Context: an optimization exercise on an open-source flow, tuned for small area. The choices shown serve that exercise and are no tape-out recipe. In this exercise RTL edits were held to simulation tests only and were not proved equivalent to the original. No driver is modelled on the clock port, so clocking that relies on it looks cheaper here than on a real chip. Power and IR drop assume default switching activity.

$ cat flow/flow/run.sh
#!/bin/bash
# Own layout flow: the standard ORFS flow (standard synthesis unchanged),
# with layout-only settings changed:
#  - gates start the layout at drive strength 1 (flow/downsize.tcl, run at the
#    end of floorplan, which also removes synthesis buffers);
#  - after placement, flow/size_drivers.tcl sizes up the drivers of nets with
#    slow slews before repair_design, which then has little left to buffer;
#  - port buffers are buf_1;
#  - the clock tree uses clkbuf_4 buffers over small sink clusters,
#    without dummy loads; flow/post_cts.tcl then sizes up any leaf buffer whose
#    flip-flop clock pins would see too slow a slew.
set -euo pipefail
here=$(pwd)
bash standard.sh \
    "POST_FLOORPLAN_TCL=$here/flow/downsize.tcl" \
    "PRE_RESIZE_TCL=$here/flow/size_drivers.tcl" \
    "POST_CTS_TCL=$here/flow/post_cts.tcl" \
    "BUFFER_PORTS_ARGS=-buffer_cell sky130_fd_sc_hd__buf_1" \
    "CTS_ARGS=-sink_clustering_enable -repair_clock_nets -dont_use_dummy_load -buf_list {sky130_fd_sc_hd__clkbuf_4} -sink_clustering_size 14 -sink_clustering_max_diameter 80" \
    finish > standard_flow.log 2>&1
$ cat flow/flow/downsize.tcl
# Hook run at the end of floorplan: set every combinational gate to the
# drive strength 1 variant of its function (synthesis sizes gates without
# knowing the layout). Placement's repair_design and the timing repairs then
# size up or buffer whatever the layout needs.
# Synthesis buffers go first: placement repairs buffer what the layout needs.
remove_buffers
set n_down 0
foreach inst [get_cells *] {
    set ref [get_property $inst ref_name]
    if {![regexp {^(sky130_fd_sc_hd__[a-z0-9]+)_([0-9]+)$} $ref -> base drive]} { continue }
    if {$drive <= 1} { continue }
    if {[regexp {__(df|edf|sdf|dl|tap|fill|decap|conb|clk)} $base]} { continue }
    set target [get_lib_cells -quiet */${base}_1]
    if {[llength $target] == 0} { continue }
    replace_cell $inst [lindex $target 0]
    incr n_down
}
puts "downsize.tcl: set $n_down gates to drive strength 1"
$ cat flow/flow/post_cts.tcl
set clk_slew_target_ps 105.0
set clk_sizes {sky130_fd_sc_hd__clkbuf_1 sky130_fd_sc_hd__clkbuf_2 sky130_fd_sc_hd__clkbuf_4 sky130_fd_sc_hd__clkbuf_8 sky130_fd_sc_hd__clkbuf_16}
proc clk_pin_worst_slew_ps {pin} {
    set worst 0.0
    foreach edge {rise fall} {
        foreach analysis {min max} {
            set s [get_property $pin slew_${analysis}_$edge]
            if {[string is double -strict $s]} {
                set worst [expr {max($worst, [sta::time_ui_sta $s] * 1e12)}]
            }
        }
    }
    return $worst
}
for {set pass 0} {$pass < 4} {incr pass} {
    estimate_parasitics -placement
    set slow [dict create]
    set worst_all 0.0
    foreach pin [all_registers -clock_pins -edge_triggered] {
        set w [clk_pin_worst_slew_ps $pin]
        set worst_all [expr {max($worst_all, $w)}]
        if {$w <= $clk_slew_target_ps} { continue }
        set net [get_nets -of_objects $pin]
        foreach dp [get_pins -quiet -of_objects $net -filter "direction==output"] {
            dict set slow [get_full_name [get_cells -of_objects $dp]] 1
        }
    }
    puts "post_cts.tcl: pass $pass, worst clock-pin slew [format %.1f $worst_all] ps, [dict size $slow] drivers to size up"
    if {[dict size $slow] == 0} { break }
    foreach name [dict keys $slow] {
        set inst [get_cells $name]
        set ref [get_property $inst ref_name]
        set i [lsearch $clk_sizes $ref]
        if {$i < 0 || $i == [llength $clk_sizes] - 1} { continue }
        replace_cell $inst [lindex [get_lib_cells */[lindex $clk_sizes [expr {$i + 1}]]] 0]
    }
}
$ cat flow/flow/size_drivers.tcl
estimate_parasitics -placement
set sd_target_ns 1.1
proc sd_slew_ns {pin} {
    set w 0.0
    foreach e {rise fall} {
        set s [get_property $pin slew_max_$e]
        if {[string is double -strict $s]} { set w [expr {max($w, [sta::time_ui_sta $s] * 1e9)}] }
    }
    return $w
}
proc sd_family {ref} {
    if {![regexp {^(sky130_fd_sc_hd__[a-z0-9]+)_([0-9]+)$} $ref -> base drive]} { return {} }
    set out {}
    foreach d {1 2 3 4 6 8 12 16} {
        if {$d <= $drive} { continue }
        set lc [get_lib_cells -quiet */${base}_$d]
        if {[llength $lc] && ![get_property [lindex $lc 0] dont_use]} { lappend out [lindex $lc 0] }
    }
    return $out
}
set sd_count 0
set sd_area0 [rsz::design_area]
for {set pass 0} {$pass < 2} {incr pass} {
    foreach inst [get_cells *] {
        set ref [get_property $inst ref_name]
        if {[regexp {__(df|edf|sdf|dl|tap|fill|decap|conb|clk)} $ref]} { continue }
        foreach pin [get_pins -of_objects $inst -filter "direction==output"] {
            if {[sd_slew_ns $pin] <= $sd_target_ns} { continue }
            foreach lc [sd_family [get_property $inst ref_name]] {
                replace_cell $inst $lc
                incr sd_count
                if {[sd_slew_ns $pin] <= $sd_target_ns} { break }
            }
        }
    }
}
puts "size_drivers.tcl: $sd_count resizes, area +[format %.1f [expr {([rsz::design_area] - $sd_area0) * 1e12}]] um2"
$ cat flow/standard.sh
#!/bin/bash
# synth_recipe.tcl (not shown) runs the flow's synth.tcl, then flattens the netlist and writes it again
# the make line also repeats each setting of config.mk as NAME=value (left out here)
make -C /OpenROAD-flow-scripts/flow DESIGN_CONFIG=/design/flow/config.mk WORK_HOME=/design/flow/orfs CLKGATE_MAP_FILE= SYNTH_SCRIPT=/design/flow/synth_recipe.tcl "${@:-finish}"
$ cat flow/config.mk
export PLATFORM = sky130hd
export DESIGN_NAME = regfile_2r2w
export DESIGN_NICKNAME = regfile_2r2w
export VERILOG_FILES = /design/flow/design.v
export SDC_FILE = /design/flow/constraint.sdc
export NUM_CORES = 8
export LEC_CHECK = 0
export CAP_MARGIN = 20
export CORE_MARGIN = 2
export CORE_UTILIZATION = 50
export GPL_TIMING_DRIVEN = 0
export PLACE_DENSITY = 0.6
export SETUP_SLACK_MARGIN = 0.2
export SLEW_MARGIN = 10
export SYNTH_HIERARCHICAL = 1
export SYNTH_MINIMUM_KEEP_SIZE = 0
$ cat flow/constraint.sdc
create_clock -name core_clock -period 8.0 [get_ports {clk}]
set_input_delay 1.6000 -clock core_clock [delete_from_list [all_inputs] [get_ports {clk}]]
set_output_delay 1.6000 -clock core_clock [all_outputs]
set_load 0.01 [all_outputs]
$ cat flow/design.v
package rf_pkg;
    localparam int unsigned NREGS_DEFAULT = 32;
    localparam int unsigned XLEN_DEFAULT  = 32;
    localparam int unsigned AW_DEFAULT    = $clog2(NREGS_DEFAULT);
    localparam int unsigned ZERO_ADDR     = 0;
    typedef logic [AW_DEFAULT-1:0]   reg_addr_t;
    typedef logic [XLEN_DEFAULT-1:0] xlen_t;
endpackage
module rf_busy_next (
    input  logic busy,
    input  logic hn,
    input  logic slo, shi,        
    input  logic flush_n,
    output logic free,
    output logic d
);
    assign free = busy & ~hn;
    assign d    = (free & flush_n) | (slo & shi);
endmodule
module rf_busy_read (
    input  logic [31:1] free,
    input  logic [3:0]  lo,
    input  logic [7:0]  hi,
    output logic        b
);
    logic [7:0] p1, p2, t;
    logic [1:0] o;
    rf_nand2 u_p10 (.a(lo[1]), .b(free[1]), .y(p1[0]));
    rf_aoi22 u_p20 (.a1(lo[2]), .a2(free[2]), .b1(lo[3]), .b2(free[3]), .y(p2[0]));
    for (genvar n = 1; n < 8; n++) begin : g_n
        rf_aoi22 u_p1 (.a1(lo[0]), .a2(free[4*n]),   .b1(lo[1]), .b2(free[4*n+1]), .y(p1[n]));
        rf_aoi22 u_p2 (.a1(lo[2]), .a2(free[4*n+2]), .b1(lo[3]), .b2(free[4*n+3]), .y(p2[n]));
    end
    for (genvar n = 0; n < 8; n++) begin : g_t
        rf_aoi21b u_t (.a1(p1[n]), .a2(p2[n]), .b1n(hi[n]), .y(t[n]));
    end
    rf_nor4  u_o0 (.a(t[0]), .b(t[1]), .c(t[2]), .d(t[3]), .y(o[0]));
    rf_nor4  u_o1 (.a(t[4]), .b(t[5]), .c(t[6]), .d(t[7]), .y(o[1]));
    rf_nand2 u_b  (.a(o[0]), .b(o[1]), .y(b));
endmodule
module rf_aoi21b (
    input  logic a1, a2, b1n,
    output logic y
);
    assign y = ~((a1 & a2) | ~b1n);
endmodule
module rf_aoi222 (
    input  logic a1, a2, b1, b2, c1, c2,
    output logic y
);
    assign y = ~((a1 & a2) | (b1 & b2) | (c1 & c2));
endmodule
module rf_nand2 (
    input  logic a, b,
    output logic y
);
    assign y = ~(a & b);
endmodule
module rf_aoi22 (
    input  logic a1, a2, b1, b2,
    output logic y
);
    assign y = ~((a1 & a2) | (b1 & b2));
endmodule
module rf_nor4 (
    input  logic a, b, c, d,
    output logic y
);
    assign y = ~(a | b | c | d);
endmodule
module rf_nor2 (
    input  logic a, b,
    output logic y
);
    assign y = ~(a | b);
endmodule
module rf_inv (
    input  logic a,
    output logic y
);
    assign y = ~a;
endmodule
module rf_nand4 (
    input  logic a, b, c, d,
    output logic y
);
    assign y = ~(a & b & c & d);
endmodule
module rf_nand3 (
    input  logic a, b, c,
    output logic y
);
    assign y = ~(a & b & c);
endmodule
module rf_or3 (
    input  logic a, b, c,
    output logic y
);
    assign y = a | b | c;
endmodule
module rf_word_next (
    input  logic [31:0] q,
    input  logic [31:0] d0,
    input  logic [31:0] d1n,
    input  logic        hn,
    input  logic        w0n,
    input  logic        w1,
    output logic [31:0] d
);
    assign d = ~(({32{w1}} & d1n) | ~((q | {32{hn}}) & (d0 | {32{w0n}})));
endmodule
module rf_read_bit (
    input  logic [30:0] v,
    input  logic [30:0] s,
    output logic        y
);
    logic [10:0] p;
    logic [2:0]  o;
    for (genvar g = 0; g < 10; g++) begin : g_p
        rf_aoi222 u_p (
            .a1(v[3*g]),   .a2(s[3*g]),
            .b1(v[3*g+1]), .b2(s[3*g+1]),
            .c1(v[3*g+2]), .c2(s[3*g+2]),
            .y(p[g])
        );
    end
    rf_nand2 u_p10 (.a(v[30]), .b(s[30]), .y(p[10]));
    rf_nand4 u_o0 (.a(p[0]), .b(p[1]), .c(p[2]),  .d(p[3]), .y(o[0]));
    rf_nand4 u_o1 (.a(p[4]), .b(p[5]), .c(p[6]),  .d(p[7]), .y(o[1]));
    rf_nand3 u_o2 (.a(p[8]), .b(p[9]), .c(p[10]),           .y(o[2]));
    rf_or3   u_y  (.a(o[0]), .b(o[1]), .c(o[2]), .y(y));
endmodule
module rf_fa (
    input  logic a, b, c,
    output logic s, co
);
    assign s  = a ^ b ^ c;
    assign co = (a & b) | (a & c) | (b & c);
endmodule
module rf_predec2p (
    input  logic [1:0] a,
    input  logic       en,
    output logic [3:0] y
);
    for (genvar m = 0; m < 4; m++) begin : g_m
        assign y[m] = en & (a == 2'(m));
    end
endmodule
module rf_predec3p (
    input  logic [2:0] a,
    output logic [7:0] y
);
    for (genvar m = 0; m < 8; m++) begin : g_m
        assign y[m] = (a == 3'(m));
    end
endmodule
module rf_wctrl (
    input  logic lo0, hi0,
    input  logic lo1, hi1,
    output logic hn,        
    output logic w0n,       
    output logic w1         
);
    logic wr0_n, wr1_n, w0;
    rf_nand2 u_a  (.a(lo0), .b(hi0), .y(wr0_n));
    rf_nand2 u_b  (.a(lo1), .b(hi1), .y(wr1_n));
    rf_inv   u_w1 (.a(wr1_n), .y(w1));
    rf_nand2 u_hn (.a(wr0_n), .b(wr1_n), .y(hn));
    rf_nor2  u_w0 (.a(wr0_n), .b(w1), .y(w0));
    rf_inv   u_wn (.a(w0), .y(w0n));
endmodule
module rf_vis (
    input  logic valid,
    input  logic hn,
    output logic vis
);
    assign vis = valid | hn;
endmodule
module rf_rsel (
    input  logic lo, hi, vis,
    output logic sel
);
    logic sel_n;
    rf_nand3 u_n (.a(lo), .b(hi), .c(vis), .y(sel_n));
    rf_inv   u_s (.a(sel_n), .y(sel));
endmodule
module regfile_2r2w (
    input  logic        clk,
    input  logic        rst_n,
    input  logic [9:0]  rd_addr,     
    output logic [63:0] rd_data,     
    output logic [1:0]  rd_busy,
    input  logic [1:0]  wr_en,
    input  logic [9:0]  wr_addr,     
    input  logic [63:0] wr_data,     
    input  logic        rsv_en,
    input  logic [4:0]  rsv_addr,
    input  logic        flush,
    output logic [5:0]  busy_count
);
    logic [31:0] wd0, wd1n;
    logic [3:0]  wlo [2];          
    logic [7:0]  whi [2];          
    logic [3:0]  rlo [2];          
    logic [7:0]  rhi [2];
    logic [3:0]  slo;              
    logic [7:0]  shi;
    logic        flush_n;
    logic [31:1] hn, w0n, w1;      
    logic [31:1] valid;            
    logic [31:1] vis;              
    logic [31:1] busy, busy_d;
    logic [31:1] free;             
    logic [31:0] q  [1:31];        
    logic [31:0] dn [1:31];        
    assign wd0  = wr_data[31:0];
    assign wd1n = ~wr_data[63:32];
    for (genvar j = 0; j < 2; j++) begin : g_dec
        rf_predec2p u_wlo (.a(wr_addr[5*j +: 2]), .en(wr_en[j]), .y(wlo[j]));
        rf_predec3p u_whi (.a(wr_addr[5*j+2 +: 3]), .y(whi[j]));
        rf_predec2p u_rlo (.a(rd_addr[5*j +: 2]), .en(rst_n), .y(rlo[j]));
        rf_predec3p u_rhi (.a(rd_addr[5*j+2 +: 3]), .y(rhi[j]));
    end
    assign flush_n = ~flush;
    rf_predec2p u_slo (.a(rsv_addr[1:0]), .en(rsv_en & flush_n), .y(slo));
    rf_predec3p u_shi (.a(rsv_addr[4:2]), .y(shi));
    for (genvar k = 1; k < 32; k++) begin : g_reg
        rf_wctrl u_wctrl (
            .lo0(wlo[0][k%4]), .hi0(whi[0][k/4]),
            .lo1(wlo[1][k%4]), .hi1(whi[1][k/4]),
            .hn(hn[k]), .w0n(w0n[k]), .w1(w1[k])
        );
        rf_word_next u_next (
            .q(q[k]), .d0(wd0), .d1n(wd1n),
            .hn(hn[k]), .w0n(w0n[k]), .w1(w1[k]),
            .d(dn[k])
        );
        rf_vis u_vis (.valid(valid[k]), .hn(hn[k]), .vis(vis[k]));
        rf_busy_next u_busy (
            .busy(busy[k]), .hn(hn[k]),
            .slo(slo[k%4]), .shi(shi[k/4]),
            .flush_n(flush_n), .free(free[k]), .d(busy_d[k])
        );
    end
    always_ff @(posedge clk) begin
        for (int k = 1; k < 32; k++) begin
            q[k] <= dn[k];
        end
    end
    always_ff @(posedge clk or negedge rst_n) begin
        if (!rst_n) begin
            valid <= '0;
            busy  <= '0;
        end else begin
            valid <= vis;
            busy  <= busy_d;
        end
    end
    for (genvar i = 0; i < 2; i++) begin : g_rd
        logic [30:0] sel;
        for (genvar k = 1; k < 32; k++) begin : g_sel
            rf_rsel u_sel (
                .lo(rlo[i][k%4]), .hi(rhi[i][k/4]), .vis(vis[k]),
                .sel(sel[k-1])
            );
        end
        for (genvar bt = 0; bt < 32; bt++) begin : g_bit
            logic [30:0] v;
            for (genvar k = 1; k < 32; k++) begin : g_v
                assign v[k-1] = dn[k][bt];
            end
            rf_read_bit u_rd (.v(v), .s(sel), .y(rd_data[32*i + bt]));
        end
        rf_busy_read u_brd (.free(free), .lo(rlo[i]), .hi(rhi[i]), .b(rd_busy[i]));
    end
    logic [25:0] fs, fc;
    rf_fa u_fa0 (.a(busy[1]), .b(busy[2]), .c(busy[3]), .s(fs[0]), .co(fc[0]));
    rf_fa u_fa1 (.a(busy[4]), .b(busy[5]), .c(busy[6]), .s(fs[1]), .co(fc[1]));
    rf_fa u_fa2 (.a(busy[7]), .b(busy[8]), .c(busy[9]), .s(fs[2]), .co(fc[2]));
    rf_fa u_fa3 (.a(busy[10]), .b(busy[11]), .c(busy[12]), .s(fs[3]), .co(fc[3]));
    rf_fa u_fa4 (.a(busy[13]), .b(busy[14]), .c(busy[15]), .s(fs[4]), .co(fc[4]));
    rf_fa u_fa5 (.a(busy[16]), .b(busy[17]), .c(busy[18]), .s(fs[5]), .co(fc[5]));
    rf_fa u_fa6 (.a(busy[19]), .b(busy[20]), .c(busy[21]), .s(fs[6]), .co(fc[6]));
    rf_fa u_fa7 (.a(busy[22]), .b(busy[23]), .c(busy[24]), .s(fs[7]), .co(fc[7]));
    rf_fa u_fa8 (.a(busy[25]), .b(busy[26]), .c(busy[27]), .s(fs[8]), .co(fc[8]));
    rf_fa u_fa9 (.a(busy[28]), .b(busy[29]), .c(busy[30]), .s(fs[9]), .co(fc[9]));
    rf_fa u_fa10 (.a(busy[31]), .b(fs[0]), .c(fs[1]), .s(fs[10]), .co(fc[10]));
    rf_fa u_fa11 (.a(fs[2]), .b(fs[3]), .c(fs[4]), .s(fs[11]), .co(fc[11]));
    rf_fa u_fa12 (.a(fs[5]), .b(fs[6]), .c(fs[7]), .s(fs[12]), .co(fc[12]));
    rf_fa u_fa13 (.a(fs[8]), .b(fs[9]), .c(fs[10]), .s(fs[13]), .co(fc[13]));
    rf_fa u_fa14 (.a(fs[11]), .b(fs[12]), .c(fs[13]), .s(fs[14]), .co(fc[14]));
    assign busy_count[0] = fs[14];
    rf_fa u_fa15 (.a(fc[0]), .b(fc[1]), .c(fc[2]), .s(fs[15]), .co(fc[15]));
    rf_fa u_fa16 (.a(fc[3]), .b(fc[4]), .c(fc[5]), .s(fs[16]), .co(fc[16]));
    rf_fa u_fa17 (.a(fc[6]), .b(fc[7]), .c(fc[8]), .s(fs[17]), .co(fc[17]));
    rf_fa u_fa18 (.a(fc[9]), .b(fc[10]), .c(fc[11]), .s(fs[18]), .co(fc[18]));
    rf_fa u_fa19 (.a(fc[12]), .b(fc[13]), .c(fc[14]), .s(fs[19]), .co(fc[19]));
    rf_fa u_fa20 (.a(fs[15]), .b(fs[16]), .c(fs[17]), .s(fs[20]), .co(fc[20]));
    rf_fa u_fa21 (.a(fs[18]), .b(fs[19]), .c(fs[20]), .s(fs[21]), .co(fc[21]));
    assign busy_count[1] = fs[21];
    rf_fa u_fa22 (.a(fc[15]), .b(fc[16]), .c(fc[17]), .s(fs[22]), .co(fc[22]));
    rf_fa u_fa23 (.a(fc[18]), .b(fc[19]), .c(fc[20]), .s(fs[23]), .co(fc[23]));
    rf_fa u_fa24 (.a(fc[21]), .b(fs[22]), .c(fs[23]), .s(fs[24]), .co(fc[24]));
    assign busy_count[2] = fs[24];
    rf_fa u_fa25 (.a(fc[22]), .b(fc[23]), .c(fc[24]), .s(fs[25]), .co(fc[25]));
    assign busy_count[3] = fs[25];
    assign busy_count[4] = fc[25];
    assign busy_count[5] = 1'b0;   
endmodule
==> results of run 1 <==
cells by family after synthesis:
logic type               Yosys count
AND/OR/NAND/NOR                  637
AO/OA/AOI/OAI                   2701
buffers and inverters            442
adder cells (fa/ha/maj)           26
other                              1
flip-flops                      1054
cell type report:
type | instances | share of cell area
antenna | 24 | 0.00125
inverter | 157 | 0.0129
timing repair buffer | 172 | 0.0171
sequential | 1054 | 0.446
multi-input combinational | 3365 | 0.467
tap | 1254 | 0.0327
clock buffer | 85 | 0.0231
stage by stage:
step           power [mW]  setup slack, ns  std cells  TNS (ns)
2_1_floorplan        9.52             2.29       4861         0
3_3_place_gp         10.2            -2.63       5995   -161.25
6_report             13.2            0.211       6111         0
5_1_grt              13.7            0.307       6097         0
3_5_place_dp         10.4            0.447       5995         0
layer usage:
| metal | vias to the layer above | global-route usage |
|---|---|---|
| met5 | - | 0.0306 |
| met4 | 20 | 0.354 |
| met3 | 1284 | 0.218 |
| met2 | 5497 | 0.671 |
| met1 | 24900 | 0.608 |
| li1 | 20500 | - |
Yosys stat by module (local to each module, per instance), excerpt:
module,cells inside,cell area (um2),flip-flops and latches
rf_or3,1,6.26,0
rf_predec2p,4,37.5,0
rf_nand2,1,3.75,0
rf_inv,1,3.75,0
rf_aoi21b,1,11.3,0
regfile_2r2w,1095,21600,1054
rf_word_next,73,435,0
rf_fa,1,20.0,0
rf_aoi22,1,12.5,0
rf_nor4,1,12.5,0
rf_nor2,1,3.75,0
rf_vis,1,6.26,0
rf_nand4,1,6.26,0
rf_busy_next,2,22.5,0
rf_predec3p,8,65.1,0
rf_nand3,1,5.00,0
path summary, 6_finish.rpt:
check	start	to	slack [ns]	depth (start not counted)
worst max-delay path	wr_en[0]	rd_data[1]	0.21	11
min in group asynchronous	rst_n	valid[8]	0.65	1
max in group asynchronous	rst_n	busy[31]	6.75	1
worst min register to register	valid[5]	valid[5]	0.49	1
worst max register to register	busy[17]	busy[17]	7.02	2
worst min-delay path	valid[5]	valid[5]	0.49	1
report_power, final:
part	switching, mW	total (mW)	leakage, nW	internal, mW
clock	1.85	2.74	0.585	0.884
sequential	0.389	7.15	9.12	6.76
combinational	2.18	3.30	7.89	1.12
synth_stat cells, types with 30 or more instances:
library cell / count / area [um2]
nor2_1: 31 / 116
buf_4: 99 / 743
or3_1: 64 / 400
a222oi_1: 640 / 6410
buf_6: 93 / 1050
a22o_1: 31 / 272
o22ai_1: 992 / 6210
a21oi_2: 31 / 272
buf_2: 93 / 465
nand4_1: 128 / 801
or2_1: 31 / 194
inv_1: 157 / 589
a21oi_1: 961 / 4810
dfxtp_1: 992 / 19900
nand3_1: 126 / 631
dfrtp_1: 62 / 1550
a22oi_2: 30 / 375
nor2b_4: 31 / 427
nand2_1: 161 / 604
sequential cells by signal, summed over array words and instances (netlist names):
register	cells
q	992
valid	31
busy	31
cell usage in the layout (no fill, tap or decap), types with 2 or more instances in the layout:
cell type / n
or2_1: 31
nor3b_1: 16
nand3_1: 126
inv_1: 4
nand2_4: 24
nand2_2: 7
a22oi_1: 30
diode_2: 24
nor3b_4: 2
nor2b_1: 32
fa_1: 26
and3b_1: 25
buf_2: 32
inv_4: 12
a222oi_1: 640
or3_1: 64
nand4_1: 128
dfrtp_1: 62
a22o_1: 31
nor4_1: 4
clkbuf_8: 75
buf_16: 2
dfxtp_1: 992
nor3b_2: 2
inv_2: 140
nor3_1: 5
clkbuf_4: 10
nor2_1: 31
a21oi_1: 992
buf_1: 132
and3_1: 10
buf_12: 5
nand2_1: 130
a21boi_1: 16
o22ai_1: 992
==> out/results.tsv, run 1 <==
metric	value	unit
largest family of logic cells by synthesized area	compound AO/OA/AOI/OAI gates	
Simple-Gate Fraction of Synth Area	0.0796	
vias in the first global route	48200	
critical path's most frequent cell	buf_1	
initial core utilization	0.504	
Layout area overhead	1.95	%
min-delay worst type	flop to flop	
unrepaired setup endpoints after global routing	no	
die height	311	um
Leakage	17.6	nW
Fin Hold WS	0.488	ns
die width	311	um
Routed wire per std cell	41.1	um
Top Family by Delay on Critical Path	simple AND/OR/NAND/NOR gates	
mapped cell area	0.0470	mm2
DIE AREA	0.0966	mm2
Final setup viols	0	
ys flop type	dfxtp_1	
Max Cap Viol	0	
Post-Syn Instances	4861	
Synth cell types	30	
first-pass GRT wire length	348000	um
clock latency (worst-skew pair)	1.04	ns
Worst path max stage delay	0.91	ns
pin count of the biggest net entering global routing	71	
Setup CP Type	input port to output port	
Slowest-stage cell, CP	nor3b_1	
GP Congestion	0.947	
Sink Count	1054	
utilization of the core after routing	0.514	
crit-path cells	buf_1 > nor3b_1 > nand2_1 > nand2_2 > or2_1 > nand3_1 > inv_2 > a222oi_1 > nand4_1 > or3_1 > buf_1	
boundary pin count	167	
layout cells sized above 1	0.0648	
Max IR drop VDD	0.147	mV
Compound-Gate Fraction of Synth Area	0.394	
syn avg cell area	9.68	um2
Seq/Total Area, Yosys	0.455	
final net count	4956	
status	complete, no violations	
CP arrival	6.19	ns
ANT nets after route	0	
first-pass detailed-route iteration total	13	
Multi-input gate area	0.0224	mm2
num rows	112	
relative slew slack	0.0727	
post-synthesis xor/xnor area fraction	0	
met3 routed WL	43000	um
# DRC	0	
Slew Viols, Final	0	
Sequential Area	0.0214	mm2
Clk pin slew, worst setup/hold paths	0.10	ns
Post-Route WL	251000	um
mux contribution to synthesized area	0	
Post-DP HPWL	125000	um
CTS tree	done	
Placed Area	0.0466	mm2
Hold Violations, Final	0	
Cell Pwr Density	275	mW/mm2
synthesized flop and latch total	1054	
Achievable Freq	128	MHz
CP Capture Type	output port	
worst path required time	6.40	ns
initial antenna violation count	27	
Filler Cells Inserted	8881	
syn_nets	4982	
WP buf/inv	3	
DRT met1 WL	87300	um
Crit Path Max Fanout	34	
post-synthesis adder-cell area fraction	0.0111	
fin crit period	7.79	ns
GRT Util Overall	0.492	
DRT iter0 DRCs	12700	
total gr overflow	0	
Port Buffers	165	
post-route cell area	0.0480	mm2
core area	0.0933	mm2
worst-margin pin slew	1.39	ns
met2 wire length	98200	um
Setup Skew	0	ns
number of synthesized flops with an enable pin	0	
Async SR Flop Fraction	0.0588	
crit share post-route	0.974	
routed vias	52200	
number of vias per cell	8.54	
Top Layer Used	met5	
Ys Warns	14	
Startpoint Class	input port	
==> run 2, diff against run 1 <==
--- a/flow/design.v
+++ b/flow/design.v
@@ -8,13 +8,14 @@
 endpackage
 module rf_busy_next (
     input  logic busy,
+    input  logic live,
     input  logic hn,
     input  logic slo, shi,        
     input  logic flush_n,
     output logic free,
     output logic d
 );
-    assign free = busy & ~hn;
+    assign free = busy & live & ~hn;
     assign d    = (free & flush_n) | (slo & shi);
 endmodule
 module rf_busy_read (
@@ -171,10 +172,11 @@
 endmodule
 module rf_vis (
     input  logic valid,
+    input  logic live,
     input  logic hn,
     output logic vis
 );
-    assign vis = valid | hn;
+    assign vis = (valid & live) | hn;
 endmodule
 module rf_rsel (
     input  logic lo, hi, vis,
@@ -207,9 +209,11 @@
     logic [7:0]  shi;
     logic        flush_n;
     logic [31:1] hn, w0n, w1;      
+    logic        live;             
     logic [31:1] valid;            
     logic [31:1] vis;              
-    logic [31:1] busy, busy_d;
+    logic [31:1] busy, busy_d;     
+    logic [4:0]  count;            
     logic [31:1] free;             
     logic [31:0] q  [1:31];        
     logic [31:0] dn [1:31];        
@@ -235,9 +239,9 @@
             .hn(hn[k]), .w0n(w0n[k]), .w1(w1[k]),
             .d(dn[k])
         );
-        rf_vis u_vis (.valid(valid[k]), .hn(hn[k]), .vis(vis[k]));
+        rf_vis u_vis (.valid(valid[k]), .live(live), .hn(hn[k]), .vis(vis[k]));
         rf_busy_next u_busy (
-            .busy(busy[k]), .hn(hn[k]),
+            .busy(busy[k]), .live(live), .hn(hn[k]),
             .slo(slo[k%4]), .shi(shi[k/4]),
             .flush_n(flush_n), .free(free[k]), .d(busy_d[k])
         );
@@ -249,13 +253,15 @@
     end
     always_ff @(posedge clk or negedge rst_n) begin
         if (!rst_n) begin
-            valid <= '0;
-            busy  <= '0;
+            live <= 1'b0;
         end else begin
-            valid <= vis;
-            busy  <= busy_d;
+            live <= 1'b1;
         end
     end
+    always_ff @(posedge clk) begin
+        valid <= vis;
+        busy  <= busy_d;
+    end
     for (genvar i = 0; i < 2; i++) begin : g_rd
         logic [30:0] sel;
         for (genvar k = 1; k < 32; k++) begin : g_sel
@@ -289,7 +295,7 @@
     rf_fa u_fa12 (.a(fs[5]), .b(fs[6]), .c(fs[7]), .s(fs[12]), .co(fc[12]));
     rf_fa u_fa13 (.a(fs[8]), .b(fs[9]), .c(fs[10]), .s(fs[13]), .co(fc[13]));
     rf_fa u_fa14 (.a(fs[11]), .b(fs[12]), .c(fs[13]), .s(fs[14]), .co(fc[14]));
-    assign busy_count[0] = fs[14];
+    assign count[0] = fs[14];
     rf_fa u_fa15 (.a(fc[0]), .b(fc[1]), .c(fc[2]), .s(fs[15]), .co(fc[15]));
     rf_fa u_fa16 (.a(fc[3]), .b(fc[4]), .c(fc[5]), .s(fs[16]), .co(fc[16]));
     rf_fa u_fa17 (.a(fc[6]), .b(fc[7]), .c(fc[8]), .s(fs[17]), .co(fc[17]));
@@ -297,13 +303,14 @@
     rf_fa u_fa19 (.a(fc[12]), .b(fc[13]), .c(fc[14]), .s(fs[19]), .co(fc[19]));
     rf_fa u_fa20 (.a(fs[15]), .b(fs[16]), .c(fs[17]), .s(fs[20]), .co(fc[20]));
     rf_fa u_fa21 (.a(fs[18]), .b(fs[19]), .c(fs[20]), .s(fs[21]), .co(fc[21]));
-    assign busy_count[1] = fs[21];
+    assign count[1] = fs[21];
     rf_fa u_fa22 (.a(fc[15]), .b(fc[16]), .c(fc[17]), .s(fs[22]), .co(fc[22]));
     rf_fa u_fa23 (.a(fc[18]), .b(fc[19]), .c(fc[20]), .s(fs[23]), .co(fc[23]));
     rf_fa u_fa24 (.a(fc[21]), .b(fs[22]), .c(fs[23]), .s(fs[24]), .co(fc[24]));
-    assign busy_count[2] = fs[24];
+    assign count[2] = fs[24];
     rf_fa u_fa25 (.a(fc[22]), .b(fc[23]), .c(fc[24]), .s(fs[25]), .co(fc[25]));
-    assign busy_count[3] = fs[25];
-    assign busy_count[4] = fc[25];
-    assign busy_count[5] = 1'b0;   
+    assign count[3] = fs[25];
+    assign count[4] = fc[25];
+    assign busy_count[4:0] = count & {5{live}};
+    assign busy_count[5]   = 1'b0;   
 endmodule
--- a/flow/flow/post_cts.tcl
+++ b/flow/flow/post_cts.tcl
@@ -1,4 +1,4 @@
-set clk_slew_target_ps 105.0
+set clk_slew_target_ps 110.0
 set clk_sizes {sky130_fd_sc_hd__clkbuf_1 sky130_fd_sc_hd__clkbuf_2 sky130_fd_sc_hd__clkbuf_4 sky130_fd_sc_hd__clkbuf_8 sky130_fd_sc_hd__clkbuf_16}
 proc clk_pin_worst_slew_ps {pin} {
     set worst 0.0
--- a/flow/flow/size_drivers.tcl
+++ b/flow/flow/size_drivers.tcl
@@ -1,5 +1,5 @@
 estimate_parasitics -placement
-set sd_target_ns 1.1
+set sd_target_ns 1.2
 proc sd_slew_ns {pin} {
     set w 0.0
     foreach e {rise fall} {
--- a/flow/config.mk
+++ b/flow/config.mk
@@ -10,7 +10,7 @@
 export CORE_UTILIZATION = 50
 export GPL_TIMING_DRIVEN = 0
 export PLACE_DENSITY = 0.6
-export SETUP_SLACK_MARGIN = 0.2
-export SLEW_MARGIN = 10
+export SETUP_SLACK_MARGIN = 0.4
+export SLEW_MARGIN = 5
 export SYNTH_HIERARCHICAL = 1
 export SYNTH_MINIMUM_KEEP_SIZE = 0
==> run 2 against run 1 <==
  * Sequential cell count rose by 1
  * Final cell count barely moved
  * Still clean
  * Core utilization rose by 0.30 points
  * Clock skew rose by 0.031 ns
  * First-iteration DRC count fell by 2.7%
  * Largest cell class unchanged
  * Critical path type unchanged
  * Highest routed layer unchanged
  * Critical endpoint is now rd_data[45]
  * Area after synthesis fell by 0.86%
==> out/results.tsv, run 2 <==
metric	value	unit
top area cells in the synthesized netlist	dfxtp_1 45%, a222oi_1 14%, o22ai_1 13%	
worst slack at placement	0.737	ns
worst-margin pin slew	1.31	ns
crit path from	wr_en[1]	
switch share	0.322	
Sink Count	1055	
Slew Viols, Final	0	
Largest Register	q	
ANT nets after route	0	
fin crit period	7.79	ns
die width	309	um
Setup Skew	0.0308	ns
crit-path cells	buf_1 > nor3b_2 > nand2_1 > inv_2 > nor2_1 > inv_2 > o22ai_1 > a21oi_1 > a222oi_1 > nand4_1 > or3_1 > buf_1	
Top Layer Used	met5	
Leakage	18.0	nW
internal power	8.63	mW
Hold Violations, Final	0	
commonest cells in the netlist	1054 x dfxtp_1, 992 x o22ai_1, 961 x a21oi_1	
worst path required time	6.40	ns
met2 wire length	94600	um
met3 routed WL	39500	um
Routed wire per std cell	39.0	um
number of synthesized flops with an enable pin	0	
CTS tree	done	
Slowest-stage cell, CP	inv_2	
WP buf/inv	4	
Worst Reg2Reg Path Length in Cells	3	
Post-Syn Instances	4863	
most frequent cells in the layout	1054 x dfxtp_1, 992 x o22ai_1, 992 x a21oi_1	
CP Capture Type	output port	
status	complete, no violations	
# DRC	0	
DIE AREA	0.0957	mm2
worst setup path end	rd_data[45]	
vias in the first global route	47300	
largest family of logic cells by synthesized area	compound AO/OA/AOI/OAI gates	
post-synthesis xor/xnor area fraction	0	
post-route cell area	0.0480	mm2
relative slew slack	0.124	
most common cell after layout, fill and taps aside	dfxtp_1	
max FFs per register	992	
post-synthesis adder-cell area fraction	0.0112	
worst reg2reg path endpoint	busy[19]	
power share of the clock group	0.216	
crit share post-route	0.974	
syn avg cell area	9.59	um2
Post-DP HPWL	124000	um
initial core utilization	0.502	
most common cell in the synthesized netlist	dfxtp_1	
Layout area overhead	2.97	%
unrepaired setup endpoints after global routing	yes	
Simple-Gate Fraction of Synth Area	0.0734	
Cell Pwr Density	265	mW/mm2
CP arrival	6.19	ns
synthesized flop and latch total	1055	
GRT Util Overall	0.474	
first-pass detailed-route iteration total	14	
DRT iter0 DRCs	12300	
Final setup viols	0	
Crit path depth	12	
Gate power share	0.225	
number of vias per cell	8.37	
Seq/Total Area, Yosys	0.453	
Net Switching	4.10	mW
Top Family by Delay on Critical Path	buffers and inverters	
Startpoint Class	input port	
Reg2Reg Launch Point	live	
num rows	112	
Port Buffers	165	
Filler Cells Inserted	8851	
final net count	4977	
mux contribution to synthesized area	0	
Post-Route WL	238000	um
total gr overflow	0	
syn_nets	4984	
DRT met1 WL	86200	um
mapped cell area	0.0466	mm2
first-pass GRT wire length	332000	um
boundary pin count	167	
die height	309	um
layout cells sized above 1	0.0651	
Achievable Freq	128	MHz
Final WS setup	0.206	ns
Worst path max stage delay	0.92	ns
Setup CP Type	input port to output port	
Clk pin slew, worst setup/hold paths	0.10	ns
pin count of the biggest net entering global routing	51	
Async SR Flop Fraction	0.000948	
Crit Path Max Fanout	33	
Max IR drop VDD	0.134	mV
Synth cell types	30	
Compound-Gate Fraction of Synth Area	0.402	
Ys Warns	14	
min-delay worst type	input port to async pin	
Max Cap Viol	0	
GP Congestion	0.912	
R2R Setup Slk	6.65	ns
ys flop type	dfxtp_1	
Flop pwr share	0.559	
core area	0.0929	mm2
initial antenna violation count	9	
cell taking the most area after synthesis	dfxtp_1	
Placed Area	0.0464	mm2
routed vias	51200	
top cell type's share of synthesized area	0.452	
clock latency (worst-skew pair)	1.00	ns
largest registers	q (992), busy (31), valid (31)	
run 2: cell count changes after synthesis:
| cell | delta |
|---|---|
| dfxtp_1 | +62 |
| dfrtp_1 | -61 |
| a21o_1 | +31 |
| and3b_1 | +31 |
| nor2b_4 | -31 |
| or2_1 | -31 |
| and2_1 | +5 |
| buf_4 | -5 |
| conb_1 | +1 |
run 2: power groups by stage:
| stage | Sequential, mW | Combinational (mW) | Clock [mW] |
|---|---|---|---|
| detailed placement | 7.22 | 2.71 | 0 |
| floorplan | 7.13 | 2.15 | 0 |
| global placement | 7.18 | 2.60 | 0 |
| finish | 7.12 | 2.86 | 2.75 |
| global route | 7.23 | 3.17 | 2.88 |
run 2: cells by family (layout without fill, tap and decap cells):
kind of cell | Yosys count | in the layout
adders and majority gates | 26 | 26
DFF | 1055 | 1055
AOI/OAI and AO/OA | 2732 | 2732
and+or+nand+nor | 611 | 611
other | 2 | 9
buffers and inverters | 437 | 428
run 2: metal layers:
layer,vias up,track usage
li1,20500,-
met1,24500,0.614
met2,5149,0.648
met3,1008,0.180
met4,6,0.324
met5,-,0.0126
run 2: layout make-up:
cell class,count,area (um2),area share
sequential,1055,21100,0.440
tap,1254,1570,0.0327
multi-input combinational,3371,22400,0.467
timing repair buffer,186,1180,0.0245
inverter,157,592,0.0123
antenna,7,17.5,0.000365
clock buffer,85,1110,0.0231
run 2: worst min path at each step:
stage | end | slack, ns | depth (start not counted)
global placement | valid[24] | 0.45 | 1
finish | live | 0.43 | 1
global route | live | 0.46 | 1
floorplan | valid[16] | 0.45 | 1
detailed placement | valid[28] | 0.46 | 1
run 2: modules after synthesis, one instance, submodules excluded, a selection:
module / cells / copies in the design / flops+latches
rf_or3: 1 / 64 / 0
rf_predec2p: 4 / 5 / 0
rf_aoi22: 1 / 30 / 0
rf_busy_next: 2 / 31 / 0
rf_inv: 1 / 124 / 0
regfile_2r2w: 1097 / 1 / 1055
run 2: per-stage QoR:
step	power [mW]	hold WS [ns]	utilization	setup TNS, ns	instances
final	12.7	0.434	0.517	0	6115
after global routing	13.3	0.462	0.517	0	6111
after detailed placement	9.94	0.461	0.500	0	6005
after global placement	9.78	0.452	0.497	-53.86	6002
after floorplan	9.28	0.448	-	0	4863
==> run 3, diff against run 2 <==
--- a/flow/flow/post_cts.tcl
+++ b/flow/flow/post_cts.tcl
@@ -1,4 +1,4 @@
-set clk_slew_target_ps 110.0
+set clk_slew_target_ps 105.0
 set clk_sizes {sky130_fd_sc_hd__clkbuf_1 sky130_fd_sc_hd__clkbuf_2 sky130_fd_sc_hd__clkbuf_4 sky130_fd_sc_hd__clkbuf_8 sky130_fd_sc_hd__clkbuf_16}
 proc clk_pin_worst_slew_ps {pin} {
     set worst 0.0
--- a/flow/flow/size_drivers.tcl
+++ b/flow/flow/size_drivers.tcl
@@ -1,5 +1,5 @@
 estimate_parasitics -placement
-set sd_target_ns 1.2
+set sd_target_ns 1.0
 proc sd_slew_ns {pin} {
     set w 0.0
     foreach e {rise fall} {
--- a/flow/config.mk
+++ b/flow/config.mk
@@ -11,6 +11,6 @@
 export GPL_TIMING_DRIVEN = 0
 export PLACE_DENSITY = 0.6
 export SETUP_SLACK_MARGIN = 0.4
-export SLEW_MARGIN = 5
+export SLEW_MARGIN = 10
 export SYNTH_HIERARCHICAL = 1
 export SYNTH_MINIMUM_KEEP_SIZE = 0
==> run 3 against run 2 <==
  * Still clean on timing, DRC and antenna
  * Area after synthesis unchanged
  * Critical path depth unchanged
  * Power about the same
  * Setup slack better by 0.058 ns
  * First-iteration DRC count up 3.1%
  * Largest cell class unchanged
  * Highest routed layer unchanged
==> out/results.tsv, run 3 <==
metric	value	unit
boundary pin count	167	
core area	0.0929	mm2
Achievable Freq	129	MHz
Synth cell types	30	
Leakage	17.8	nW
Post-Syn Instances	4863	
Crit Path Max Fanout	33	
Gate power share	0.223	
initial core utilization	0.502	
Reg2Reg Launch Point	live	
first-pass detailed-route iteration total	14	
worst reg2reg path endpoint	busy[20]	
GP Congestion	0.912	
Ys Warns	14	
Sink Count	1055	
relative slew slack	0.179	
pin count of the biggest net entering global routing	51	
post-synthesis xor/xnor area fraction	0	
DIE AREA	0.0957	mm2
syn_nets	4984	
mapped cell area	0.0466	mm2
Routed wire per std cell	39.1	um
Layout area overhead	2.24	%
worst path required time	6.40	ns
ANT nets after route	0	
Setup Skew	0.0700	ns
power share of the clock group	0.217	
top cell type's share of synthesized area	0.452	
die width	309	um
Seq/Total Area, Yosys	0.453	
CP Capture Type	output port	
routed vias	51200	
syn avg cell area	9.59	um2
min-delay worst type	input port to async pin	
worst slack at placement	0.756	ns
largest family of logic cells by synthesized area	compound AO/OA/AOI/OAI gates	
Startpoint Class	input port	
layout cells sized above 1	0.0643	
post-synthesis adder-cell area fraction	0.0112	
vias in the first global route	47300	
Final setup viols	0	
Worst Reg2Reg Path Length in Cells	3	
most common cell after layout, fill and taps aside	dfxtp_1	
Hold Violations, Final	0	
Compound-Gate Fraction of Synth Area	0.402	
CP arrival	6.14	ns
max FFs per register	992	
commonest cells in the netlist	1054 x dfxtp_1, 992 x o22ai_1, 961 x a21oi_1	
ys flop type	dfxtp_1	
Clk pin slew, worst setup/hold paths	0.09	ns
switch share	0.322	
R2R Setup Slk	6.63	ns
Post-DP HPWL	124000	um
die height	309	um
synthesized flop and latch total	1055	
clock latency (worst-skew pair)	1.08	ns
worst-margin pin slew	1.23	ns
Flop pwr share	0.560	
Async SR Flop Fraction	0.000948	
final net count	4957	
unrepaired setup endpoints after global routing	no	
number of synthesized flops with an enable pin	0	
initial antenna violation count	8	
DRT iter0 DRCs	12700	
Max Cap Viol	0	
mux contribution to synthesized area	0	
fin crit period	7.74	ns
crit share post-route	0.967	
Final WS setup	0.264	ns
total gr overflow	0	
first-pass GRT wire length	332000	um
most common cell in the synthesized netlist	dfxtp_1	
GRT Util Overall	0.474	
Net Switching	4.09	mW
Post-Route WL	238000	um
Cell Pwr Density	267	mW/mm2
Slew Viols, Final	0	
Simple-Gate Fraction of Synth Area	0.0734	
# DRC	0	
top area cells in the synthesized netlist	dfxtp_1 45%, a222oi_1 14%, o22ai_1 13%	
largest registers	q (992), busy (31), valid (31)	
Largest Register	q	
CTS tree	done	
Max IR drop VDD	0.165	mV
cell taking the most area after synthesis	dfxtp_1	
Setup CP Type	input port to output port	
Port Buffers	165	
number of vias per cell	8.39	
most frequent cells in the layout	1054 x dfxtp_1, 992 x o22ai_1, 992 x a21oi_1	
Fin Hold WS	0.420	ns
internal power	8.62	mW
status	complete, no violations	
num rows	112	
run 3: cells by family after synthesis:
kind of cell	after synthesis
flip-flops	1055
AND/OR/NAND/NOR	611
adder cells (fa/ha/maj)	26
other	2
AO/OA/AOI/OAI	2732
buffers and inverters	437
run 3: final cells by class:
type	count	area (um2)
tap	1254	1570
inverter	157	614
fill	8889	45200
antenna	11	27.5
clock buffer	85	1120
timing repair buffer	166	679
multi-input combinational	3371	22500
sequential	1055	21100
run 3: metal layers:
metal	vias to the layer above	wire (um)	global-route usage
li1	20500	-	-
met1	24500	85500	0.604
met2	5154	94100	0.650
met3	1029	40100	0.196
met4	4	18600	0.321
met5	-	27	0.00506
run 3: per-stage QoR:
step / TNS (ns) / instance area [um2] / util / total power, mW / cells
floorplan: 0 / 46600 / - / 9.28 / 4863
global placement: -53.86 / 46200 / 0.497 / 9.78 / 6002
detailed placement: 0 / 46500 / 0.501 / 9.94 / 6003
global route: 0 / 47700 / 0.513 / 13.3 / 6095
finish: 0 / 47700 / 0.513 / 12.7 / 6099
run 3: worst max-delay path by stage:
stage                     cells past startpoint  slack (ns)       start       endpoint
after detailed placement                     12        0.76    wr_en[1]    rd_data[17]
after global routing                         12        0.40  wr_addr[6]    rd_data[45]
final                                        12        0.26    wr_en[1]    rd_data[11]
after floorplan                               9        2.32     busy[1]  busy_count[3]
after global placement                       11       -0.98    wr_en[0]    rd_data[45]
run 3: per-module statistics from Yosys (local to each module, per instance), a selection:
module	copies in the design	cell area, um2
regfile_2r2w	1	21300
rf_fa	26	20.0
rf_inv	124	3.75
rf_predec2p	5	37.5
rf_predec3p	5	65.1
rf_word_next	31	435
run 3: power by group through the flow:
| stage | Clock (mW) | Sequential (mW) | Combinational, mW |
|---|---|---|---|
| 2_1_floorplan | 0 | 7.13 | 2.15 |
| 3_3_place_gp | 0 | 7.18 | 2.60 |
| 3_5_place_dp | 0 | 7.22 | 2.71 |
| 5_1_grt | 2.90 | 7.22 | 3.15 |
| 6_report | 2.77 | 7.12 | 2.84 |
run 3: critical path: stages:
cell	delay, ns
buf_1	0.19
nor3b_2	0.73
nand2_1	0.25
inv_2	0.86
nor2_1	0.15
inv_2	0.82
o22ai_1	0.16
a21oi_1	0.25
a222oi_1	0.10
nand4_1	0.43
or3_1	0.35
buf_1	0.20
==> run 4, diff against run 3 <==
--- a/flow/flow/size_drivers.tcl
+++ b/flow/flow/size_drivers.tcl
@@ -1,5 +1,5 @@
 estimate_parasitics -placement
-set sd_target_ns 1.0
+set sd_target_ns 1.1
 proc sd_slew_ns {pin} {
     set w 0.0
     foreach e {rise fall} {
==> run 4 against run 3 <==
  * Via count is 0.11% higher
  * Clock-buffer cell count stayed put
  * Global-route usage is 0.059 points higher
  * Sequential cell count stayed put
  * Largest cell class unchanged
==> out/results.tsv, run 4 <==
metric	value	unit
first-pass GRT wire length	332000	um
most common cell after layout, fill and taps aside	dfxtp_1	
Seq/Total Area, Yosys	0.453	
number of synthesized flops with an enable pin	0	
critical path's most frequent cell	buf_1	
Slowest-stage cell, CP	clkinv_2	
Top Family by Delay on Critical Path	simple AND/OR/NAND/NOR gates	
Port Buffers	165	
layout cells sized above 1	0.0645	
vias in the first global route	47600	
Clk pin slew, worst setup/hold paths	0.10	ns
Achievable Freq	128	MHz
Sink Count	1055	
crit share post-route	0.976	
synthesized flop and latch total	1055	
Setup CP Type	input port to output port	
Startpoint Class	input port	
Routed wire per std cell	39.2	um
top cell type's share of synthesized area	0.452	
worst-margin pin slew	1.27	ns
relative slew slack	0.153	
WP buf/inv	4	
crit-path cells	buf_1 > and3b_1 > nand2_1 > inv_2 > nor2_1 > clkinv_2 > o22ai_1 > a21oi_1 > a222oi_1 > nand4_1 > or3_1 > buf_1	
Final WS setup	0.194	ns
Filler Cells Inserted	8879	
Hold Violations, Final	0	
GP Congestion	0.912	
initial antenna violation count	13	
# DRC	0	
pin count of the biggest net entering global routing	51	
worst path required time	6.40	ns
min-delay worst type	input port to async pin	
syn_nets	4984	
core area	0.0929	mm2
Post-Syn Instances	4863	
utilization of the core after routing	0.513	
worst slack at placement	0.697	ns
top area cells in the synthesized netlist	dfxtp_1 45%, a222oi_1 14%, o22ai_1 13%	
syn avg cell area	9.59	um2
num rows	112	
CP arrival	6.21	ns
fin crit period	7.81	ns
CP Capture Type	output port	
Cell Pwr Density	268	mW/mm2
first-pass detailed-route iteration total	17	
DRT iter0 DRCs	12000	
largest registers	q (992), busy (31), valid (31)	
Post-DP HPWL	124000	um
number of vias per cell	8.40	
Slew Viols, Final	0	
total gr overflow	0	
Largest Register	q	
Placed Area	0.0464	mm2
die height	309	um
routed vias	51200	
Max IR drop VDD	0.151	mV
Synth cell types	30	
Final setup viols	0	
ys flop type	dfxtp_1	
DIE AREA	0.0957	mm2
total power	12.8	mW
mapped cell area	0.0466	mm2
post-route cell area	0.0476	mm2
most common cell in the synthesized netlist	dfxtp_1	
Ys Warns	14	
status	complete, no violations	
die width	309	um
Worst path max stage delay	0.78	ns
Max Cap Viol	0	
boundary pin count	167	
CTS tree	done	
max FFs per register	992	
GRT Util Overall	0.475	
Async SR Flop Fraction	0.000948	
Crit Path Max Fanout	33	
clock latency (worst-skew pair)	1.03	ns
Post-Route WL	239000	um
Layout area overhead	2.14	%
setup_tns	0	ns
Leakage	17.8	nW
commonest cells in the netlist	1054 x dfxtp_1, 992 x o22ai_1, 961 x a21oi_1	
cell taking the most area after synthesis	dfxtp_1	
ANT nets after route	0	
initial core utilization	0.502	
most frequent cells in the layout	1054 x dfxtp_1, 992 x o22ai_1, 992 x a21oi_1	
unrepaired setup endpoints after global routing	yes	
Setup Skew	0.0232	ns
final net count	4958	
## run 4: layer usage
layer | up-vias | global-route usage | routed length, um
met2 | 5158 | 0.653 | 95200
met1 | 24600 | 0.608 | 85500
met5 | - | 0.00657 | 48
li1 | 20500 | - | -
met3 | 981 | 0.191 | 40500
met4 | 8 | 0.316 | 17500
## run 4: cells by family after synthesis
group,share of synthesized area
AND/OR/NAND/NOR,0.0734
flip-flops,0.453
other,0.000161
adder cells (fa/ha/maj),0.0112
AO/OA/AOI/OAI,0.402
buffers and inverters,0.0602
## run 4: metrics by stage
step,cells,hold WS (ns)
floorplan,4863,0.448
global placement,6002,0.452
detailed placement,6003,0.463
global route,6091,0.457
finish,6094,0.431
## run 4: worst register-to-register path, delay by kind of cell (launching register included)
| family | cells | cell delay (ns) |
|---|---|---|
| buffers and inverters | 1 | 0.24 |
| and+or+nand+nor | 1 | 0.28 |
| DFF | 1 | 0.56 |
| AOI/OAI and AO/OA | 1 | 0.18 |
## run 4: power breakdown
part	total [mW]	internal, mW	switching, mW
Sequential	7.12	6.73	0.384
Combinational	2.84	0.989	1.85
Clock	2.80	0.921	1.88
## run 4: final cells by class
type / count / area [um2] / share of cell area
Antenna cell: 5 / 12.5 / 0.000263
Timing Repair Buffer: 167 / 707 / 0.0148
Inverter: 157 / 596 / 0.0125
Sequential cell: 1055 / 21100 / 0.444
Tap cell: 1254 / 1570 / 0.0329
Multi-Input combinational cell: 3371 / 22500 / 0.472
Clock buffer: 85 / 1150 / 0.0241
## run 4: final timing paths
check                           cells past startpoint         end  slack [ns]        from
worst max-delay path                               12  rd_data[1]        0.19  wr_addr[7]
worst min-delay path                                1        live        0.43       rst_n
worst max register to register                      3    busy[19]        6.66        live
worst min register to register                      1   valid[27]        0.49   valid[27]
max in group asynchronous                           1        live        7.33       rst_n
min in group core_clock                             1   valid[27]        0.49   valid[27]
## run 4: per-module statistics from Yosys, one instance, submodules excluded, excerpt
module | cells inside | flops+latches | area (um2)
rf_predec3p | 8 | 0 | 65.1
rf_nor2 | 1 | 0 | 3.75
rf_busy_next | 2 | 0 | 17.5
rf_fa | 1 | 0 | 20.0
rf_aoi22 | 1 | 0 | 12.5
rf_nand2 | 1 | 0 | 3.75
rf_aoi21b | 1 | 0 | 11.3
rf_predec2p | 4 | 0 | 37.5
rf_aoi222 | 1 | 0 | 10.0
regfile_2r2w | 1097 | 1055 | 21300
rf_nor4 | 1 | 0 | 12.5
==> run 5, diff against run 4 <==
--- a/flow/config.mk
+++ b/flow/config.mk
@@ -7,9 +7,9 @@
 export LEC_CHECK = 0
 export CAP_MARGIN = 20
 export CORE_MARGIN = 2
-export CORE_UTILIZATION = 50
+export CORE_UTILIZATION = 55
 export GPL_TIMING_DRIVEN = 0
-export PLACE_DENSITY = 0.6
+export PLACE_DENSITY = 0.65
 export SETUP_SLACK_MARGIN = 0.4
 export SLEW_MARGIN = 10
 export SYNTH_HIERARCHICAL = 1
==> run 5 against run 4 <==
  * Critical path depth fell by 1
  * Sequential power barely moved
  * Synthesized cell count did not move
  * Non-clock buffer count rose by 1
  * Area after synthesis did not move
  * Die area fell by 9.0%
  * Clock power fell by 3%
  * Hold slack improved by 0.048 ns
  * Register-to-register slack got worse by 0.03 ns
  * Sequential cell count did not move
  * Via count fell by 0.59%
  * Global-route usage rose by 2.2 points
  * Critical endpoint is now rd_data[44]
==> out/results.tsv, run 5 <==
metric	value	unit
Slew Viols, Final	0	
Setup Skew	0.0381	ns
initial core utilization	0.556	
CP Capture Type	output port	
number of synthesized flops with an enable pin	0	
min-delay worst type	input port to async pin	
vias in the first global route	46600	
Ys Warns	14	
total gr overflow	0	
relative slew slack	0.139	
Crit path depth	11	
fin crit period	7.66	ns
Max IR drop VDD	0.178	mV
worst-margin pin slew	1.29	ns
Largest Register	q	
max FFs per register	992	
ys flop type	dfxtp_1	
Synth cell types	30	
Startpoint Class	input port	
cell taking the most area after synthesis	dfxtp_1	
first-pass GRT wire length	319000	um
unrepaired setup endpoints after global routing	no	
ANT nets after route	0	
WP buf/inv	3	
syn_nets	4984	
crit-path cells	buf_1 > nor3b_2 > nand2_1 > nand2_2 > a21o_1 > nand3_1 > inv_2 > a222oi_1 > nand4_1 > or3_1 > buf_1	
top area cells in the synthesized netlist	dfxtp_1 45%, a222oi_1 14%, o22ai_1 13%	
first-pass detailed-route iteration total	22	
Leakage	17.8	nW
DIE AREA	0.0871	mm2
synthesized flop and latch total	1055	
die height	295	um
most common cell after layout, fill and taps aside	dfxtp_1	
Filler Cells Inserted	7748	
core area	0.0838	mm2
number of vias per cell	8.52	
Post-Route WL	228000	um
Worst Reg2Reg Path Length in Cells	3	
Async SR Flop Fraction	0.000948	
# DRC	0	
Max Cap Viol	0	
routed vias	50900	
utilization of the core after routing	0.566	
post-route cell area	0.0474	mm2
syn avg cell area	9.59	um2
GP Congestion	0.950	
most frequent cells in the layout	1054 x dfxtp_1, 992 x o22ai_1, 992 x a21oi_1	
Setup CP Type	input port to output port	
CTS tree	done	
Sink Count	1055	
Slowest-stage cell, CP	nand2_2	
layout cells sized above 1	0.0647	
final net count	4960	
Fin Hold WS	0.480	ns
top cell type's share of synthesized area	0.452	
clock latency (worst-skew pair)	1.00	ns
num rows	106	
Post-DP HPWL	120000	um
Worst path max stage delay	0.94	ns
critical path's most frequent cell	buf_1	
Achievable Freq	130	MHz
initial antenna violation count	4	
Routed wire per std cell	38.2	um
DRT iter0 DRCs	12100	
Crit Path Max Fanout	34	
Hold Violations, Final	0	
Clk pin slew, worst setup/hold paths	0.09	ns
mapped cell area	0.0466	mm2
Port Buffers	165	
worst path required time	6.40	ns
most common cell in the synthesized netlist	dfxtp_1	
Cell Pwr Density	267	mW/mm2
Final setup viols	0	
CP arrival	6.06	ns
GRT Util Overall	0.497	
pin count of the biggest net entering global routing	52	
Top Family by Delay on Critical Path	simple AND/OR/NAND/NOR gates	
Placed Area	0.0463	mm2
status	complete, no violations	
largest registers	q (992), busy (31), valid (31)	
Layout area overhead	1.73	%
boundary pin count	167	
Post-Syn Instances	4863	
commonest cells in the netlist	1054 x dfxtp_1, 992 x o22ai_1, 961 x a21oi_1	
die width	295	um
Seq/Total Area, Yosys	0.453	
crit share post-route	0.958	
==> run 5: cell counts after synthesis <==
Identical to the previous run, type by type.
==> run 5: final timing paths <==
check | from | endpoint | slack [ns]
min in group core_clock | valid[12] | valid[12] | 0.48
min | rst_n | live | 0.48
min reg2reg | valid[12] | valid[12] | 0.48
max in group asynchronous | rst_n | live | 7.28
max reg2reg | live | busy[15] | 6.63
max | wr_en[0] | rd_data[44] | 0.34
==> run 5: final cells by class <==
type                       count  area (um2)  area share
sequential                  1055       21100       0.445
tap                         1134        1420      0.0299
clock buffer                  86        1120      0.0236
inverter                     157         593      0.0125
multi-input combinational   3371       22500       0.473
timing repair buffer         168         719      0.0152
antenna                        6        15.0    0.000316
==> run 5: stage by stage <==
step | setup TNS (ns) | setup WS [ns] | instances | power [mW]
floorplan | 0 | 2.32 | 4863 | 9.28
global placement | -38.37 | -0.755 | 5882 | 9.77
detailed placement | 0 | 0.797 | 5883 | 9.93
global route | 0 | 0.410 | 5974 | 13.2
finish | 0 | 0.336 | 5977 | 12.7
==> run 5: cell families (layout without fill, tap and decap cells) <==
logic type | after synthesis | after routing | synth area share
compound gates | 2732 | 2732 | 0.402
buf+inv | 437 | 411 | 0.0602
simple gates | 611 | 611 | 0.0734
other cells | 2 | 8 | 0.000161
fa+ha+maj | 26 | 26 | 0.0112
flops | 1055 | 1055 | 0.453
==> run 5: power by group <==
group          internal (mW)  switching, mW
Clock                  0.895           1.82
Sequential              6.73          0.381
Combinational          0.989           1.85
Total                   8.62           4.05
==> run 5: per-module statistics from Yosys (local to each module, per instance), a selection <==
module        flops+latches  area [um2]  times used  cells inside
rf_aoi21b                 0        11.3          16             1
rf_aoi222                 0        10.0         640             1
rf_fa                     0        20.0          26             1
rf_inv                    0        3.75         124             1
rf_nand2                  0        3.75         161             1
rf_nand3                  0        5.00         126             1
rf_nand4                  0        6.26         128             1
rf_nor2                   0        3.75          31             1
rf_nor4                   0        12.5           4             1
rf_predec2p               0        37.5           5             4
rf_vis                    0        7.51          31             1
rf_word_next              0         435          31            73
==> run 5: routing by layer <==
| layer | part of all wire | track usage | vias up |
|---|---|---|---|
| li1 | - | - | 20500 |
| met1 | 0.36 | 0.641 | 24100 |
| met2 | 0.39 | 0.668 | 5229 |
| met3 | 0.17 | 0.208 | 1040 |
| met4 | 0.077 | 0.336 | 4 |
| met5 | 0.00035 | 0.0127 | - |
==> run 5: worst register-to-register path, cell delays in order (launching register included) <==
cell and delay (ns):
dfrtp_2 0.55, buf_12 0.24, and3b_1 0.28, a22o_1 0.18

==> separate check: timing with driven ports <==
No port has a modelled driver above. Below, the same layouts with a new extraction and two added sets of constraints. Step 1 (the two cells are an assumption about what drives the block):
set clk [get_ports {clk}]
set_driving_cell -lib_cell sky130_fd_sc_hd__clkbuf_16 $clk
set_driving_cell -lib_cell sky130_fd_sc_hd__buf_2 [delete_from_list [all_inputs] $clk]
Step 2 also shifts input and output timing later by t, the mid clock arrival at the registers, as if the neighbouring blocks saw the same clock. a / b / c = ideal ports / drivers / drivers and shift; a / b = the first two.
run | t, ns | slack for setup (ns) | worst register clock-pin slew, ns
run 1 | 1.151 | 0.211 / 0.054 / 0.054 | 0.11 / 0.11
run 2 | 1.077 | 0.206 / 0.176 / 0.176 | 0.11 / 0.11
run 3 | 1.110 | 0.264 / 0.241 / 0.241 | 0.11 / 0.11
run 4 | 1.091 | 0.194 / 0.124 / 0.124 | 0.11 / 0.11
run 5 | 1.062 | 0.336 / 0.279 / 0.279 | 0.11 / 0.11
After both steps setup and hold are still met in every run listed. The setup slack of run 1, which loses most, moves by -0.157 ns with the drivers and by -0.157 ns with both steps.
